From an optimization exercise on the open Yosys and OpenROAD flow, aimed at small area; shortcuts taken in it are not production practice. In this exercise RTL edits were held to simulation tests only and were not proved equivalent to the original. Power is estimated from default activity; no workload was simulated.

==> flow/config.mk <==
export PLATFORM = sky130hd
export DESIGN_NAME = door_lock_top
export DESIGN_NICKNAME = door_lock_top
export VERILOG_FILES = /design/flow/design.v
export SDC_FILE = /design/flow/constraint.sdc
export NUM_CORES = 4
export LEC_CHECK = 0
export CAP_MARGIN = 20
export CELL_PAD_IN_SITES_DETAIL_PLACEMENT = 1
export CELL_PAD_IN_SITES_GLOBAL_PLACEMENT = 2
export CORE_MARGIN = 2
export CORE_UTILIZATION = 30
export CTS_BUF_LIST = sky130_fd_sc_hd__clkbuf_8
export CTS_CLUSTER_DIAMETER = 60
export CTS_CLUSTER_SIZE = 16
export PLACE_DENSITY = 0.35
export SLEW_MARGIN = 20
export SYNTH_HIERARCHICAL = 1
==> flow/constraint.sdc <==
create_clock -name core_clock -period 10.0 [get_ports {clk}]
set_input_delay 2.0000 -clock core_clock [delete_from_list [all_inputs] [get_ports {clk}]]
set_output_delay 2.0000 -clock core_clock [all_outputs]
set_load 0.01 [all_outputs]
==> flow/design.v <==
localparam int NUM_CODES   = 4;    
localparam int CODE_DIGITS = 20;   
localparam int MIN_CODE_LEN = 4;
localparam int MAX_CODE_LEN = 12;
localparam int DEBOUNCE_CYCLES   = 4;    
localparam int BEEP_CYCLES       = 5;    
localparam int WRONG_CYCLES      = 10;   
localparam int LOCKOUT_CYCLES    = 30;
localparam int AUTO_LOCK_CYCLES  = 20;   
localparam int OPEN_ALARM_CYCLES = 15;   
localparam int MAX_TRIES = 5;   
localparam int LIMIT_A = (DEBOUNCE_CYCLES > BEEP_CYCLES) ? DEBOUNCE_CYCLES : BEEP_CYCLES;
localparam int LIMIT_B = (WRONG_CYCLES > LOCKOUT_CYCLES) ? WRONG_CYCLES : LOCKOUT_CYCLES;
localparam int LIMIT_C = (AUTO_LOCK_CYCLES > OPEN_ALARM_CYCLES) ?
                         AUTO_LOCK_CYCLES : OPEN_ALARM_CYCLES;
localparam int LIMIT_AB = (LIMIT_A > LIMIT_B) ? LIMIT_A : LIMIT_B;
localparam int LONGEST_LIMIT = (LIMIT_AB > LIMIT_C) ? LIMIT_AB : LIMIT_C;
localparam int TIMER_W = $clog2(LONGEST_LIMIT + 1);
localparam int TRIES_W = $clog2(MAX_TRIES + 1);
localparam logic [3:0] DIGIT_MARK  = 4'hA;   
localparam logic [3:0] DIGIT_BLANK = 4'hB;
localparam logic [3:0] DIGIT_ERROR = 4'hE;   
localparam logic [3:0] DIGIT_EMPTY = 4'hF;   
localparam int DISPLAY_DIGITS = 6;
localparam logic [23:0] DISPLAY_BLANK = {DISPLAY_DIGITS{DIGIT_BLANK}};
localparam logic [3:0] reset_st = 4'd0;
localparam logic [3:0] locked = 4'd1;
localparam logic [3:0] ajar = 4'd2;
localparam logic [3:0] open_door = 4'd3;
localparam logic [3:0] open_alarm = 4'd4;
localparam logic [3:0] check_code = 4'd5;
localparam logic [3:0] wrong_code = 4'd6;
localparam logic [3:0] lockout = 4'd7;
localparam logic [3:0] entry_beep = 4'd8;
localparam logic [3:0] debounce_unlock = 4'd9;
localparam logic [3:0] debounce_lock = 4'd10;
`timescale 1ns/1ps
module code_store (
  input  logic          clk,
  input  logic          rst,
  input  logic          code_load,
  input  logic [319:0]  code_in,      
  input  logic          sel_odd,
  input  logic          sel_new,
  input  logic          sel_old,
  output logic [95:0]   mcode,        
  output logic [1:0]    mf12,         
  output logic          loaded        
);
localparam int NUM_CODES   = 4;    
localparam int CODE_DIGITS = 20;   
localparam int MIN_CODE_LEN = 4;
localparam int MAX_CODE_LEN = 12;
localparam int DEBOUNCE_CYCLES   = 4;    
localparam int BEEP_CYCLES       = 5;    
localparam int WRONG_CYCLES      = 10;   
localparam int LOCKOUT_CYCLES    = 30;
localparam int AUTO_LOCK_CYCLES  = 20;   
localparam int OPEN_ALARM_CYCLES = 15;   
localparam int MAX_TRIES = 5;   
localparam int LIMIT_A = (DEBOUNCE_CYCLES > BEEP_CYCLES) ? DEBOUNCE_CYCLES : BEEP_CYCLES;
localparam int LIMIT_B = (WRONG_CYCLES > LOCKOUT_CYCLES) ? WRONG_CYCLES : LOCKOUT_CYCLES;
localparam int LIMIT_C = (AUTO_LOCK_CYCLES > OPEN_ALARM_CYCLES) ?
                         AUTO_LOCK_CYCLES : OPEN_ALARM_CYCLES;
localparam int LIMIT_AB = (LIMIT_A > LIMIT_B) ? LIMIT_A : LIMIT_B;
localparam int LONGEST_LIMIT = (LIMIT_AB > LIMIT_C) ? LIMIT_AB : LIMIT_C;
localparam int TIMER_W = $clog2(LONGEST_LIMIT + 1);
localparam int TRIES_W = $clog2(MAX_TRIES + 1);
localparam logic [3:0] DIGIT_MARK  = 4'hA;   
localparam logic [3:0] DIGIT_BLANK = 4'hB;
localparam logic [3:0] DIGIT_ERROR = 4'hE;   
localparam logic [3:0] DIGIT_EMPTY = 4'hF;   
localparam int DISPLAY_DIGITS = 6;
localparam logic [23:0] DISPLAY_BLANK = {DISPLAY_DIGITS{DIGIT_BLANK}};
localparam logic [3:0] reset_st = 4'd0;
localparam logic [3:0] locked = 4'd1;
localparam logic [3:0] ajar = 4'd2;
localparam logic [3:0] open_door = 4'd3;
localparam logic [3:0] open_alarm = 4'd4;
localparam logic [3:0] check_code = 4'd5;
localparam logic [3:0] wrong_code = 4'd6;
localparam logic [3:0] lockout = 4'd7;
localparam logic [3:0] entry_beep = 4'd8;
localparam logic [3:0] debounce_unlock = 4'd9;
localparam logic [3:0] debounce_lock = 4'd10;
  logic [3:0] f12_in;
  for (genvar s = 0; s < NUM_CODES; s++) begin : g_f12
    assign f12_in[s] = (code_in[80*s+48 +: 4] == DIGIT_EMPTY);
  end
  logic [95:0] even_q, odd_q;
  logic [1:0]  even_f12_q, odd_f12_q;
  always_ff @(posedge clk) begin
    if (code_load) begin
      even_q[47:0]  <= code_in[47:0];
      even_q[95:48] <= code_in[207:160];
      even_f12_q    <= {f12_in[2], f12_in[0]};
      odd_q[47:0]   <= code_in[127:80];
      odd_q[95:48]  <= code_in[287:240];
      odd_f12_q     <= {f12_in[3], f12_in[1]};
    end
  end
  always_ff @(posedge clk or posedge rst) begin
    if (rst) begin
      loaded <= 1'b0;   
    end
    else if (code_load) begin
      loaded <= 1'b1;
    end
  end
  logic [95:0] even_in;
  logic [1:0]  even_f12_in;
  assign even_in     = {code_in[207:160], code_in[47:0]};
  assign even_f12_in = {f12_in[2], f12_in[0]};
  assign mcode = (odd_q & {96{sel_odd}}) | (even_in & {96{sel_new}}) | (even_q & {96{sel_old}});
  assign mf12  = (odd_f12_q & {2{sel_odd}}) | (even_f12_in & {2{sel_new}}) |
                 (even_f12_q & {2{sel_old}});
endmodule
`timescale 1ns/1ps
module code_matcher (
  input  logic [79:0] entry_value,
  input  logic [79:0] entry_n,      
  input  logic [47:0] code,         
  input  logic [47:0] code_n,       
  input  logic        f12,          
  output logic        code_match
);
localparam int NUM_CODES   = 4;    
localparam int CODE_DIGITS = 20;   
localparam int MIN_CODE_LEN = 4;
localparam int MAX_CODE_LEN = 12;
localparam int DEBOUNCE_CYCLES   = 4;    
localparam int BEEP_CYCLES       = 5;    
localparam int WRONG_CYCLES      = 10;   
localparam int LOCKOUT_CYCLES    = 30;
localparam int AUTO_LOCK_CYCLES  = 20;   
localparam int OPEN_ALARM_CYCLES = 15;   
localparam int MAX_TRIES = 5;   
localparam int LIMIT_A = (DEBOUNCE_CYCLES > BEEP_CYCLES) ? DEBOUNCE_CYCLES : BEEP_CYCLES;
localparam int LIMIT_B = (WRONG_CYCLES > LOCKOUT_CYCLES) ? WRONG_CYCLES : LOCKOUT_CYCLES;
localparam int LIMIT_C = (AUTO_LOCK_CYCLES > OPEN_ALARM_CYCLES) ?
                         AUTO_LOCK_CYCLES : OPEN_ALARM_CYCLES;
localparam int LIMIT_AB = (LIMIT_A > LIMIT_B) ? LIMIT_A : LIMIT_B;
localparam int LONGEST_LIMIT = (LIMIT_AB > LIMIT_C) ? LIMIT_AB : LIMIT_C;
localparam int TIMER_W = $clog2(LONGEST_LIMIT + 1);
localparam int TRIES_W = $clog2(MAX_TRIES + 1);
localparam logic [3:0] DIGIT_MARK  = 4'hA;   
localparam logic [3:0] DIGIT_BLANK = 4'hB;
localparam logic [3:0] DIGIT_ERROR = 4'hE;   
localparam logic [3:0] DIGIT_EMPTY = 4'hF;   
localparam int DISPLAY_DIGITS = 6;
localparam logic [23:0] DISPLAY_BLANK = {DISPLAY_DIGITS{DIGIT_BLANK}};
localparam logic [3:0] reset_st = 4'd0;
localparam logic [3:0] locked = 4'd1;
localparam logic [3:0] ajar = 4'd2;
localparam logic [3:0] open_door = 4'd3;
localparam logic [3:0] open_alarm = 4'd4;
localparam logic [3:0] check_code = 4'd5;
localparam logic [3:0] wrong_code = 4'd6;
localparam logic [3:0] lockout = 4'd7;
localparam logic [3:0] entry_beep = 4'd8;
localparam logic [3:0] debounce_unlock = 4'd9;
localparam logic [3:0] debounce_lock = 4'd10;
  localparam int NSHIFT = CODE_DIGITS - MIN_CODE_LEN + 1;
  logic [MAX_CODE_LEN-1:0] is_empty;
  logic [MAX_CODE_LEN-1:0] past_len;   
  logic                    valid;
  for (genvar j = 0; j < MAX_CODE_LEN; j++) begin : g_empty
    assign is_empty[j] = (code[4*j +: 4] == DIGIT_EMPTY);
    if (j < MIN_CODE_LEN) begin : g_low
      assign past_len[j] = 1'b0;
    end
    else if (j == MIN_CODE_LEN) begin : g_first
      assign past_len[j] = is_empty[j];
    end
    else begin : g_next
      assign past_len[j] = past_len[j-1] | is_empty[j];
    end
  end
  assign valid = !(|is_empty[MIN_CODE_LEN-1:0]) && (past_len[MAX_CODE_LEN-1] || f12);
  logic [NSHIFT-1:0] shift_hit;
  for (genvar k = 0; k < NSHIFT; k++) begin : g_shift
    logic [MAX_CODE_LEN-1:0] digit_ok;
    for (genvar j = 0; j < MAX_CODE_LEN; j++) begin : g_digit
      if (k + j < CODE_DIGITS) begin : g_in_range
        logic [3:0] bit_eq;
        for (genvar b = 0; b < 4; b++) begin : g_bit
          assign bit_eq[b] = !((entry_value[4*(k+j)+b] | code[4*j+b]) &
                               (entry_n[4*(k+j)+b] | code_n[4*j+b]));
        end
        assign digit_ok[j] = past_len[j] || (&bit_eq);
      end
      else begin : g_past_end
        assign digit_ok[j] = past_len[j];
      end
    end
    assign shift_hit[k] = &digit_ok;
  end
  assign code_match = valid && (|shift_hit);
endmodule
`timescale 1ns/1ps
module door_fsm (
  input  logic        clk,
  input  logic        rst,
  input  logic        door_open,
  input  logic        inside_button,
  input  logic        entry_valid,
  input  logic [79:0] entry_value,
  input  logic        code_match,   
  output logic        check,        
  output logic        bolt,
  output logic        beep,
  output logic        keypad_en,
  output logic [23:0] display
);
  localparam logic [4-1:0] S_RESET   = 4'd1;
  localparam logic [4-1:0] S_LOCKED  = 4'd11;
  localparam logic [4-1:0] S_AJAR    = 4'd6;
  localparam logic [4-1:0] S_OPEN    = 4'd2;
  localparam logic [4-1:0] S_ALARM   = 4'd4;
  localparam logic [4-1:0] S_CHECK   = 4'd12;
  localparam logic [4-1:0] S_WRONG   = 4'd10;
  localparam logic [4-1:0] S_LOCKOUT = 4'd5;
  localparam logic [4-1:0] S_BEEP    = 4'd0;
  localparam logic [4-1:0] S_DEB_UN  = 4'd8;
  localparam logic [4-1:0] S_DEB_LK  = 4'd7;
  localparam logic [4-1:0] S_DECIDE  = 4'd3;
  logic [4-1:0] state, state_n;
  logic [4:0] timer, timer_n;
  logic [2:0] tries, tries_n;
  logic       tclr;    
  logic entry_error;
  assign entry_error = entry_valid && (entry_value[3:0] == 4'hE);
  function automatic logic at(input logic [4:0] t, input int n);
    at = (t == 5'(n));
  endfunction
  always_comb begin
    state_n = state;
    tries_n = tries;
    tclr    = 1'b0;
    case (state)
      S_RESET: begin
        if (!door_open) begin
          state_n = S_LOCKED;
          tries_n = '0;
        end
      end
      S_LOCKED: begin
        tclr = 1'b1;
        if (entry_error)        state_n = S_BEEP;
        else if (inside_button) state_n = S_DEB_UN;
        else if (entry_valid) begin
          state_n = S_CHECK;
          tries_n = tries + 3'd1;
        end
      end
      S_CHECK: begin
        tclr = 1'b1;
        state_n = S_DECIDE;
      end
      S_DECIDE: begin
        if (!code_match)        state_n = S_WRONG;
        else if (inside_button) begin
          tclr = 1'b1;
          state_n = S_DEB_LK;
        end
        else if (door_open) begin
          tclr = 1'b1;
          state_n = S_OPEN;
        end
        else                    state_n = S_AJAR;
      end
      S_WRONG: begin
        if (at(timer, 10)) begin
          tclr = 1'b1;
          state_n = (tries >= 3'd5) ? S_LOCKOUT : S_LOCKED;
        end
      end
      S_LOCKOUT: begin
        if (at(timer, 30)) begin
          state_n = S_LOCKED;
          tries_n = '0;
        end
      end
      S_BEEP: begin
        if (at(timer, 5)) state_n = S_LOCKED;
      end
      S_DEB_UN: begin
        if (at(timer, 4)) begin
          tclr = 1'b1;
          state_n = S_AJAR;
        end
        else if (!inside_button) state_n = S_LOCKED;
      end
      S_DEB_LK: begin
        if (at(timer, 4)) state_n = S_LOCKED;
        else if (!inside_button) begin
          tclr = 1'b1;
          state_n = S_AJAR;
        end
      end
      S_AJAR: begin
        if (inside_button) begin
          tclr = 1'b1;
          state_n = S_DEB_LK;
        end
        else if (door_open) begin
          tclr = 1'b1;
          state_n = S_OPEN;
        end
        else if (at(timer, 20)) state_n = S_LOCKED;
      end
      S_OPEN: begin
        if (!door_open) begin
          tclr = 1'b1;
          state_n = S_AJAR;
        end
        else if (at(timer, 15)) state_n = S_ALARM;
      end
      S_ALARM: begin
        tclr = 1'b1;
        if (!door_open) state_n = S_AJAR;
      end
      default: state_n = S_RESET;
    endcase
  end
  assign timer_n = tclr ? 5'd0 : timer + 5'd1;
  always_ff @(posedge clk or posedge rst) begin
    if (rst) begin
      state <= S_RESET;
    end
    else begin
      state <= state_n;
    end
  end
  always_ff @(posedge clk) begin
    timer <= timer_n;
    tries <= tries_n;
  end
  assign check = (state == S_CHECK);
  logic in_wrong, in_lockout;
  assign in_wrong   = (state == S_WRONG) || ((state == S_DECIDE) && !code_match);
  assign in_lockout = (state == S_LOCKOUT);
  assign keypad_en = (state == S_LOCKED);
  assign beep = (state == S_BEEP) || (state == S_ALARM);
  assign bolt = (state == S_LOCKED) || (state == S_CHECK) || (state == S_DEB_UN) ||
                in_wrong || in_lockout || (state == S_BEEP);
  for (genvar i = 0; i < 6; i++) begin : g_disp
    assign display[4*i+3] = 1'b1;
    assign display[4*i+2] = 1'b0;
    assign display[4*i+1] = 1'b1;
    assign display[4*i]   = !((in_wrong && (tries > 3'(i))) || (in_lockout && (i < 5)));
  end
endmodule
`timescale 1ns/1ps
module door_lock_top (
  input  logic                               clk,
  input  logic                               rst,
  input  logic                               door_open,
  input  logic                               inside_button,
  input  logic                               code_load,
  input  logic [319:0] code_in,       
  input  logic [79:0]           entry_value,   
  input  logic                               entry_valid,
  output logic                               bolt,
  output logic                               beep,
  output logic                               keypad_en,
  output logic [23:0]        display        
);
localparam int NUM_CODES   = 4;    
localparam int CODE_DIGITS = 20;   
localparam int MIN_CODE_LEN = 4;
localparam int MAX_CODE_LEN = 12;
localparam int DEBOUNCE_CYCLES   = 4;    
localparam int BEEP_CYCLES       = 5;    
localparam int WRONG_CYCLES      = 10;   
localparam int LOCKOUT_CYCLES    = 30;
localparam int AUTO_LOCK_CYCLES  = 20;   
localparam int OPEN_ALARM_CYCLES = 15;   
localparam int MAX_TRIES = 5;   
localparam int LIMIT_A = (DEBOUNCE_CYCLES > BEEP_CYCLES) ? DEBOUNCE_CYCLES : BEEP_CYCLES;
localparam int LIMIT_B = (WRONG_CYCLES > LOCKOUT_CYCLES) ? WRONG_CYCLES : LOCKOUT_CYCLES;
localparam int LIMIT_C = (AUTO_LOCK_CYCLES > OPEN_ALARM_CYCLES) ?
                         AUTO_LOCK_CYCLES : OPEN_ALARM_CYCLES;
localparam int LIMIT_AB = (LIMIT_A > LIMIT_B) ? LIMIT_A : LIMIT_B;
localparam int LONGEST_LIMIT = (LIMIT_AB > LIMIT_C) ? LIMIT_AB : LIMIT_C;
localparam int TIMER_W = $clog2(LONGEST_LIMIT + 1);
localparam int TRIES_W = $clog2(MAX_TRIES + 1);
localparam logic [3:0] DIGIT_MARK  = 4'hA;   
localparam logic [3:0] DIGIT_BLANK = 4'hB;
localparam logic [3:0] DIGIT_ERROR = 4'hE;   
localparam logic [3:0] DIGIT_EMPTY = 4'hF;   
localparam int DISPLAY_DIGITS = 6;
localparam logic [23:0] DISPLAY_BLANK = {DISPLAY_DIGITS{DIGIT_BLANK}};
localparam logic [3:0] reset_st = 4'd0;
localparam logic [3:0] locked = 4'd1;
localparam logic [3:0] ajar = 4'd2;
localparam logic [3:0] open_door = 4'd3;
localparam logic [3:0] open_alarm = 4'd4;
localparam logic [3:0] check_code = 4'd5;
localparam logic [3:0] wrong_code = 4'd6;
localparam logic [3:0] lockout = 4'd7;
localparam logic [3:0] entry_beep = 4'd8;
localparam logic [3:0] debounce_unlock = 4'd9;
localparam logic [3:0] debounce_lock = 4'd10;
  logic [95:0] mcode;
  logic [1:0]  mf12;
  logic        loaded;
  logic        check;
  logic [1:0]  slot_hit;
  logic        pulse_hit;
  logic        code_match;
  logic [95:0] mcode_n;
  code_store code_store_i (
    .clk       (clk),
    .rst       (rst),
    .code_load (code_load),
    .code_in   (code_in),
    .sel_odd   (check),
    .sel_new   (!check && code_load),
    .sel_old   (!check && !code_load),
    .mcode     (mcode),
    .mf12      (mf12),
    .loaded    (loaded)
  );
  logic [79:0] entry_n;
  assign entry_n = ~entry_value;
  inv_bank #(.W(96)) code_inv_i (.a(mcode), .y(mcode_n));
  for (genvar m = 0; m < 2; m++) begin : g_match
    code_matcher code_matcher_i (
      .entry_value (entry_value),
      .entry_n     (entry_n),
      .code        (mcode[48*m +: 48]),
      .code_n      (mcode_n[48*m +: 48]),
      .f12         (mf12[m]),
      .code_match  (slot_hit[m])
    );
  end
  always_ff @(posedge clk) begin
    pulse_hit <= check ? code_match : (|slot_hit);
  end
  assign code_match = loaded && (pulse_hit || (|slot_hit));
  door_fsm door_fsm_i (
    .clk           (clk),
    .rst           (rst),
    .door_open     (door_open),
    .inside_button (inside_button),
    .entry_valid   (entry_valid),
    .entry_value   (entry_value),
    .code_match    (pulse_hit),
    .check         (check),
    .bolt          (bolt),
    .beep          (beep),
    .keypad_en     (keypad_en),
    .display       (display)
  );
endmodule
module inv_bank #(
  parameter int W = 1
) (
  input  logic [W-1:0] a,
  output logic [W-1:0] y
);
  assign y = ~a;
endmodule
==> flow/flow/run.sh <==
#!/bin/bash
# The standard layout, with the smallest buffer on the ports, a clock tree
# without dummy loads, and synthesized cells in the stronger size of the same area.
set -euo pipefail
export BUFFER_PORTS_ARGS="-buffer_cell sky130_fd_sc_hd__buf_1"
export CTS_ARGS="-sink_clustering_enable -repair_clock_nets -sink_clustering_size 20 -sink_clustering_max_diameter 60 -buf_list sky130_fd_sc_hd__clkbuf_8 -dont_use_dummy_load"
bash standard.sh synth > standard_synth.log 2>&1
openroad -no_init -exit flow/upsize.tcl > upsize.log 2>&1
bash standard.sh finish > standard_flow.log 2>&1
==> flow/flow/upsize.tcl <==
# Give synthesized cells the stronger size of the same cell that has the
# same area (inv_1 -> inv_2 and the like), so fewer nets need repair
# buffers. Registers are left alone.
set f orfs/results/$::env(FLOW_PLATFORM)/door_lock_top/base/1_synth.odb
read_db $f
set swaps {
  sky130_fd_sc_hd__inv_1     sky130_fd_sc_hd__inv_2
  sky130_fd_sc_hd__a21boi_0  sky130_fd_sc_hd__a21boi_1
  sky130_fd_sc_hd__and2_0    sky130_fd_sc_hd__and2_1
  sky130_fd_sc_hd__o21ai_0   sky130_fd_sc_hd__o21ai_1
  sky130_fd_sc_hd__o311ai_0  sky130_fd_sc_hd__o311ai_1
  sky130_fd_sc_hd__or2_0     sky130_fd_sc_hd__or2_2
  sky130_fd_sc_hd__or2_1     sky130_fd_sc_hd__or2_2
  sky130_fd_sc_hd__mux2_1    sky130_fd_sc_hd__mux2_2
  sky130_fd_sc_hd__a21bo_1   sky130_fd_sc_hd__a21bo_2
  sky130_fd_sc_hd__a31o_1    sky130_fd_sc_hd__a31o_2
  sky130_fd_sc_hd__and4bb_1  sky130_fd_sc_hd__and4bb_2
  sky130_fd_sc_hd__o211a_1   sky130_fd_sc_hd__o211a_2
  sky130_fd_sc_hd__o21ba_1   sky130_fd_sc_hd__o21ba_2
  sky130_fd_sc_hd__o221a_1   sky130_fd_sc_hd__o221a_2
  sky130_fd_sc_hd__or3b_1    sky130_fd_sc_hd__or3b_2
  sky130_fd_sc_hd__or4b_1    sky130_fd_sc_hd__or4b_2
}
set db [ord::get_db]
set n 0
foreach inst [[ord::get_db_block] getInsts] {
  set m [[$inst getMaster] getName]
  if {[dict exists $swaps $m]} {
    $inst swapMaster [$db findMaster [dict get $swaps $m]]
    incr n
  }
}
puts "cells given a stronger size of the same area: $n"
write_db $f
==> flow/standard.sh <==
#!/bin/bash
# synth_recipe.tcl (not shown) runs the flow's synth.tcl, then flattens the netlist and writes it again
# the make line also repeats each setting of config.mk as NAME=value (left out here)
make -C /OpenROAD-flow-scripts/flow DESIGN_CONFIG=/design/flow/config.mk WORK_HOME=/design/flow/orfs CLKGATE_MAP_FILE= SYNTH_SCRIPT=/design/flow/synth_recipe.tcl "${@:-finish}"
==> results.cfg, run 1 <==
[run_status]
outcome = complete, no violations

[timing]
timing.final.ws_setup_ns = 2.20
slew_viol_final = 0
finalHoldViolCount = 0
slew_headroom_pct = 10.1
skew_ns = 0.0482
finalCriticalPeriod_ns = 7.80
worstMarginPinSlew_ns = 1.34
finalSetupViolations = 0
setup_tns_ns = 0
grt_setup_unrepaired = no
holdWs_ns = 0.497
period_share_pct = 78.0
max_freq_ghz = 0.128

[detailed_routing]
drc_errors = 0
wl_per_cell_um = 50.3
ant_nets = 0
wirelength_um = 213000
vias = 37400
initialDrtViolationCount = 8182
dr.pass1.iters = 9
vias_per_cell = 8.83

[setup_path]
critical-path-slowest-cell = nor4_1
cp.required_ns = 10.56
crit_path_max_incr_delay_ns = 1.07
critPathLaunchType = input port
timing.critical_path.mode_cell = nand4_1
path_cells = clkbuf_4 -> and2b_4 -> buf_4 -> a222oi_1 -> inv_2 -> inv_2 -> o22ai_1 -> nand4_1 -> nor4_1 -> nand4_1 -> nor4_1 -> nor2_1 -> nand4_1 -> o31a_1 -> a211oi_1 -> a21oi_1
arrival_ns = 8.36
end_kind = flip-flop
crit_fanout = 54
critPathKind = in -> reg

[place]
hpwl_um = 128000
place_congestion = 1.01
port-buffer-count = 302
dpl_worst_slack_ns = 2.29

[clock_tree]
cts.sinks = 210
cts-htree-levels = 1
cts_root_buf = clkbuf_8
cts_resized = 0
numCtsBuffers = 21
clk_pin_slew_worst_paths_ns = 0.06
cts_setup_buffers = 0
insertion_delay_ns = 0.68
cts_buffer_depth = 3
ctsHoldBuffers = 0
cts_tree = yes

[global_route]
grt_max_degree = 169
track_usage_pct = 49.0
antenna_found_initial = 21
grt_pass1_vias = 35900
grt_use_met2_pct = 61.5
grt-ovfl-total = 0
busiest_layer = met2
met3_usage_pct = 30.3
met1_usage_pct = 60.8
grt_first_pass_wirelength_um = 290000

[synthesis]
syn_area_sq_um = 24100
syn_avg_cell_area_sq_um = 7.41
synth_ff_type = edfxtp_1
ys_seq_area_share_pct = 25.8
synth-edff-count = 199
synth_top_area_cell = o22ai_1
yosysWarningCount = 9
yosys.area.top_type_share_pct = 35.1
synthMostInstantiatedCell = o22ai_1
async_flop_share_pct = 2.38
yosys_register_bits = 210
synthTopCellsByCount = 1351 x o22ai_1, 449 x clkbuf_1, 291 x nand4_1, 285 x inv_1, 199 x edfxtp_1
synth.distinct_cells = 82
yosys-top-cells-area = o22ai_1 35%, edfxtp_1 25%, nand4_1 7.6%, clkbuf_1 7.0%, inv_1 4.4%
syn_inst = 3250

[power]
p_sw_share_pct = 56.0
power_w = 0.00455
seq_power_share_pct = 24.9
clockPowerShare_pct = 11.2
comb_power_share_pct = 63.9
p_switching_w = 0.00255
p_int_w = 0.00200
p_leak_nw = 7.41
peakVddDrop_mv = 0.112
powerDensity_nw_per_um2 = 178

[floorplanning]
dieArea_sq_um = 82600
fp.dieH_um = 287
io_pins = 433
initial_utilization_pct = 30.4
die_x_um = 287
core_sq_um = 79300
num_rows = 103

[finish]
drive_above_1_share_pct = 15.5
synthToLayoutAreaGrowth_pct = 6.40
n_fill_cell = 9702
final_nets = 3579

[job]
drv_cap = 0

[hold_path]
hp-class = reg -> reg
## path summary, 6_finish.rpt
kind | depth (start not counted) | slack [ns] | start | to
max reg2reg | 17 | 2.70 | door_fsm_i.state[2] | pulse_hit
max | 16 | 2.20 | code_load | pulse_hit
max in group asynchronous | 2 | 8.53 | rst | door_fsm_i.state[0]
min in group asynchronous | 2 | 1.27 | rst | door_fsm_i.state[3]
min reg2reg | 1 | 0.50 | code_store_i.loaded | code_store_i.loaded
min | 1 | 0.50 | code_store_i.loaded | code_store_i.loaded
## Yosys stat by module, one instance, submodules excluded, a selection
module	flops+latches	times used	cells inside	cell area, sq um
code_matcher	0	2	1228	7230
door_fsm	12	1	180	1420
door_lock_top	1	1	86	349
code_store	197	1	432	7500
## kinds of logic after synthesis
group | share of synthesized area [%]
DFF | 25.8
and+or+nand+nor | 13.4
AOI/OAI and AO/OA | 45.7
buffers and inverters | 14.2
adders and majority gates | 0.519
xor gates and xnor gates | 0.0727
other | 0.0312
muxes | 0.254
## stage by stage
| stage | instances | utilization, % | area [sq um] |
|---|---|---|---|
| 2_1_floorplan | 3266 | - | 24200 |
| 3_3_place_gp | 4180 | 31.8 | 25200 |
| 3_5_place_dp | 4185 | 31.8 | 25200 |
| 4_1_cts | 4206 | 32.2 | 25500 |
| 5_1_grt | 4217 | 32.3 | 25600 |
| 6_report | 4231 | 32.3 | 25600 |
## per-layer routing
metal	up-vias	wire length (um)
li1	13400	-
met1	18200	78300
met5	-	1010
met2	4360	75800
met4	41	18400
met3	1394	39200
## cell usage in the layout, fill, tap and decap left out, types with 6 or more instances in the layout
cell,count
a211oi_1,10
a41oi_1,58
nand4_1,291
clkbuf_4,6
nor2_1,40
clkbuf_2,11
buf_4,121
nand3_1,20
diode_2,20
buf_1,290
o211ai_1,7
a21o_1,7
clkbuf_8,21
nand2_1,36
dfxtp_1,6
o22ai_1,1351
nor3_1,12
a222oi_1,98
inv_2,285
conb_1,18
and4_1,19
a31oi_1,13
nor4_1,21
ha_1,10
o21ai_1,21
a21oi_1,56
edfxtp_1,199
or4_1,16
## power by group through the flow
stage / clock network, W / logic [W] / registers [W]
floorplan: 0 / 0.00174 / 0.00111
detailed placement: 0 / 0.00266 / 0.00115
CTS: 0.000518 / 0.00267 / 0.00113
finish: 0.000509 / 0.00291 / 0.00113
global route: 0.000550 / 0.00291 / 0.00115
global placement: 0 / 0.00262 / 0.00115
## flip-flops by register name (all words and copies together) (netlist names)
register,count
door_fsm_i.state,4
door_fsm_i.tries,3
code_store_i.even_f12_q,2
door_fsm_i.timer,5
code_store_i.even_q,96
pulse_hit,1
code_store_i.odd_q,96
code_store_i.loaded,1
code_store_i.odd_f12_q,2
## critical path, delay by kind of cell
family          cells  cell delay (ns)
compound gates      5             1.33
buf+inv             4             2.00
simple gates        7             2.91
## final cells by class
| cell class | instances | area [sq um] | share of cell area, % |
|---|---|---|---|
| multi-input cells | 2211 | 14500 | 56.7 |
| flip-flops and latches | 210 | 6220 | 24.3 |
| repair buffers | 434 | 2140 | 8.36 |
| well taps | 1050 | 1310 | 5.13 |
| inverters | 285 | 1070 | 4.17 |
| clock buffers | 21 | 289 | 1.13 |
| diodes | 20 | 50.0 | 0.195 |
==> inputs of run 2 (changes only) <==
==> flow/flow/run.sh (replaced) <==
#!/bin/bash
# The standard layout, with the smallest buffer on the ports, a clock tree
# without dummy loads, and synthesized cells in the stronger size of the same area.
set -euo pipefail
export BUFFER_PORTS_ARGS="-buffer_cell sky130_fd_sc_hd__buf_1"
export CTS_ARGS="-sink_clustering_enable -repair_clock_nets -sink_clustering_size 16 -sink_clustering_max_diameter 60 -buf_list sky130_fd_sc_hd__clkbuf_8 -dont_use_dummy_load"
bash standard.sh synth > standard_synth.log 2>&1
openroad -no_init -exit flow/upsize.tcl > upsize.log 2>&1
bash standard.sh finish > standard_flow.log 2>&1
==> results.cfg, run 2 <==
[detailed_routing]
wirelength_um = 213000
initialDrtViolationCount = 8077
drc_errors = 0
dr.pass1.iters = 13
vias = 37300
wl_per_cell_um = 50.3
vias_per_cell = 8.81
ant_nets = 0

[global_route]
track_usage_pct = 49.1
antenna_found_initial = 17
grt_max_degree = 169
grt_first_pass_wirelength_um = 290000
grt_pass1_vias = 36000
grt-ovfl-total = 0

[power]
powerDensity_nw_per_um2 = 177
peakVddDrop_mv = 0.120
p_leak_nw = 7.42

[floorplanning]
dieArea_sq_um = 82600
io_pins = 433
initial_utilization_pct = 30.4
die_x_um = 287
num_rows = 103
core_sq_um = 79300
fp.dieH_um = 287

[clock_tree]
cts_buffer_depth = 3
cts_tree = yes
numCtsBuffers = 21
ctsHoldBuffers = 0
clk_pin_slew_worst_paths_ns = 0.06
cts_root_buf = clkbuf_8
cts_resized = 0
cts-htree-levels = 1
cts.sinks = 210
insertion_delay_ns = 0.65
cts_setup_buffers = 0

[synthesis]
synth_top_area_cell = o22ai_1
yosys-top-cells-area = o22ai_1 35%, edfxtp_1 25%, nand4_1 7.6%, clkbuf_1 7.0%, inv_1 4.4%
synthTopCellsByCount = 1351 x o22ai_1, 449 x clkbuf_1, 291 x nand4_1, 285 x inv_1, 199 x edfxtp_1
async_flop_share_pct = 2.38
synth.distinct_cells = 82
synth-edff-count = 199
syn_inst = 3250
synth_ff_type = edfxtp_1
ys_seq_area_share_pct = 25.8
syn_avg_cell_area_sq_um = 7.41
yosysWarningCount = 9
synthMostInstantiatedCell = o22ai_1
yosys_register_bits = 210
syn_area_sq_um = 24100
yosys.area.top_type_share_pct = 35.1

[hold_path]
hp-start = code_store_i.loaded
holdPathStages = 1
hp-class = reg -> reg
hold_end = code_store_i.loaded

[timing]
finalHoldViolCount = 0
grt_setup_unrepaired = no
slew_viol_final = 0
setup_tns_ns = 0
slew_headroom_pct = 8.07
finalCriticalPeriod_ns = 7.69
skew_ns = 0.0274
worstMarginPinSlew_ns = 1.37
period_share_pct = 76.9
max_freq_ghz = 0.130
finalSetupViolations = 0

[job]
drv_cap = 0

[place]
port-buffer-count = 302
place_congestion = 1.01
hpwl_um = 128000
placed_cell_area_sq_um = 25200

[setup_path]
cp.required_ns = 10.56
r2r_end = pulse_hit
critPathLaunchType = input port
arrival_ns = 8.25
r2r_cells = 17
critPathKind = in -> reg
rrSetupSlack_ns = 2.76
crit_fanout = 54
r2r_start = door_fsm_i.state[2]
end_kind = flip-flop

[finish]
design_area_sq_um = 25600
layout_common_cells = 1351 x o22ai_1, 291 x nand4_1, 290 x buf_1
reg.largest.list = code_store_i.even_q: 96 flops, code_store_i.odd_q: 96 flops, door_fsm_i.timer: 5 flops
drive_above_1_share_pct = 15.6
synthToLayoutAreaGrowth_pct = 6.37
final_nets = 3580
final_common_cell = o22ai_1

[run_status]
outcome = complete, no violations
## run 2: per-stage QoR
step                utilization (%)  total power, W  setup slack, ns  std cells  hold slack [ns]
floorplan                         -         0.00285             4.99       3266            0.455
global placement               31.8         0.00377             2.23       4180            0.477
detailed placement             31.8         0.00381             2.29       4185            0.483
CTS                            32.2         0.00432             2.93       4206            0.497
global route                   32.3         0.00461             2.37       4218            0.541
finish                         32.3         0.00454             2.31       4227            0.496
## run 2: worst max-delay path by stage
stage | to | startpoint | depth (start not counted)
2_1_floorplan | pulse_hit | code_load | 19
3_3_place_gp | pulse_hit | code_load | 16
3_5_place_dp | pulse_hit | code_load | 17
4_1_cts | pulse_hit | code_load | 17
5_1_grt | pulse_hit | code_load | 16
6_report | pulse_hit | code_load | 16
## run 2: modules after synthesis (local to each module, per instance), a selection
| module | times used | area (sq um) | flops+latches | cells inside |
|---|---|---|---|---|
| code_store | 1 | 7500 | 197 | 432 |
| door_fsm | 1 | 1420 | 12 | 180 |
| code_matcher | 2 | 7230 | 0 | 1228 |
| door_lock_top | 1 | 349 | 1 | 86 |
## run 2: cell type report
cell class	count	area, sq um
multi-input combinational	2211	14500
clock buffer	21	289
timing repair buffer	435	2150
inverter	285	1070
fill	9710	53600
tap	1050	1310
sequential	210	6220
antenna	15	37.5
## run 2: cell families (layout without fill, tap and decap cells)
| kind of cell | Yosys count | in the layout | synth area share [%] |
|---|---|---|---|
| muxes | 5 | 5 | 0.254 |
| and+or+nand+nor | 512 | 512 | 13.4 |
| xor gates and xnor gates | 2 | 2 | 0.0727 |
| DFF | 210 | 210 | 25.8 |
| other | 2 | 33 | 0.0312 |
| AOI/OAI and AO/OA | 1664 | 1664 | 45.7 |
| adders and majority gates | 10 | 10 | 0.519 |
| buffers and inverters | 845 | 741 | 14.2 |
## run 2: report_power, final
part           internal [W]  switching [W]
clock              0.000186       0.000318
sequential          0.00106      0.0000726
combinational      0.000758        0.00215
## run 2: critical path, stage by stage
cell and delay [ns]:
clkbuf_4 0.48, and2b_4 0.70, buf_4 0.60, a222oi_1 0.40
inv_2 0.51, inv_2 0.35, o22ai_1 0.21, nand4_1 0.11
nor4_1 1.10, nand4_1 0.42, nor4_1 0.37, nor2_1 0.12
nand4_1 0.11, o31a_1 0.41, a211oi_1 0.09, a21oi_1 0.13
## run 2: metal layers
metal,routed length (um),global-route usage (%),vias to the layer above
met5,307,2.21,-
met4,19000,31.0,22
met3,38900,31.6,1419
met2,76200,61.7,4277
met1,78300,60.3,18200
li1,-,-,13400

-- re-timing with driven ports --
The flow's constraints put no driver on any port. The routed layouts listed below were extracted and timed again, unchanged, in two steps. Step 1 (the two cells are an assumption about what drives the block):
set clk [get_ports {clk}]
set_driving_cell -lib_cell sky130_fd_sc_hd__clkbuf_16 $clk
set_driving_cell -lib_cell sky130_fd_sc_hd__buf_2 [delete_from_list [all_inputs] $clk]
Step 2 also shifts input and output timing later by t, the mid clock arrival at the registers, as if the neighbouring blocks saw the same clock. a / b / c = no drivers / after step 1 / after step 2; a / b = the first two.
run | t (ns) | slack for setup (ns) | hold slack, ns | worst setup path after step 2 | clock arrival spread, ns
run 1 | 0.714 | 2.199 / 2.248 / 1.534 | 0.497 / 0.497 / 0.497 | input to register | 0.071 / 0.071
run 2 | 0.702 | 2.309 / 2.356 / 1.654 | 0.496 / 0.496 / 0.496 | input to register | 0.045 / 0.046
After both steps setup and hold are still met in every run listed. The setup slack of run 1, which loses most, moves by +0.049 ns with the drivers and by -0.665 ns with both steps.
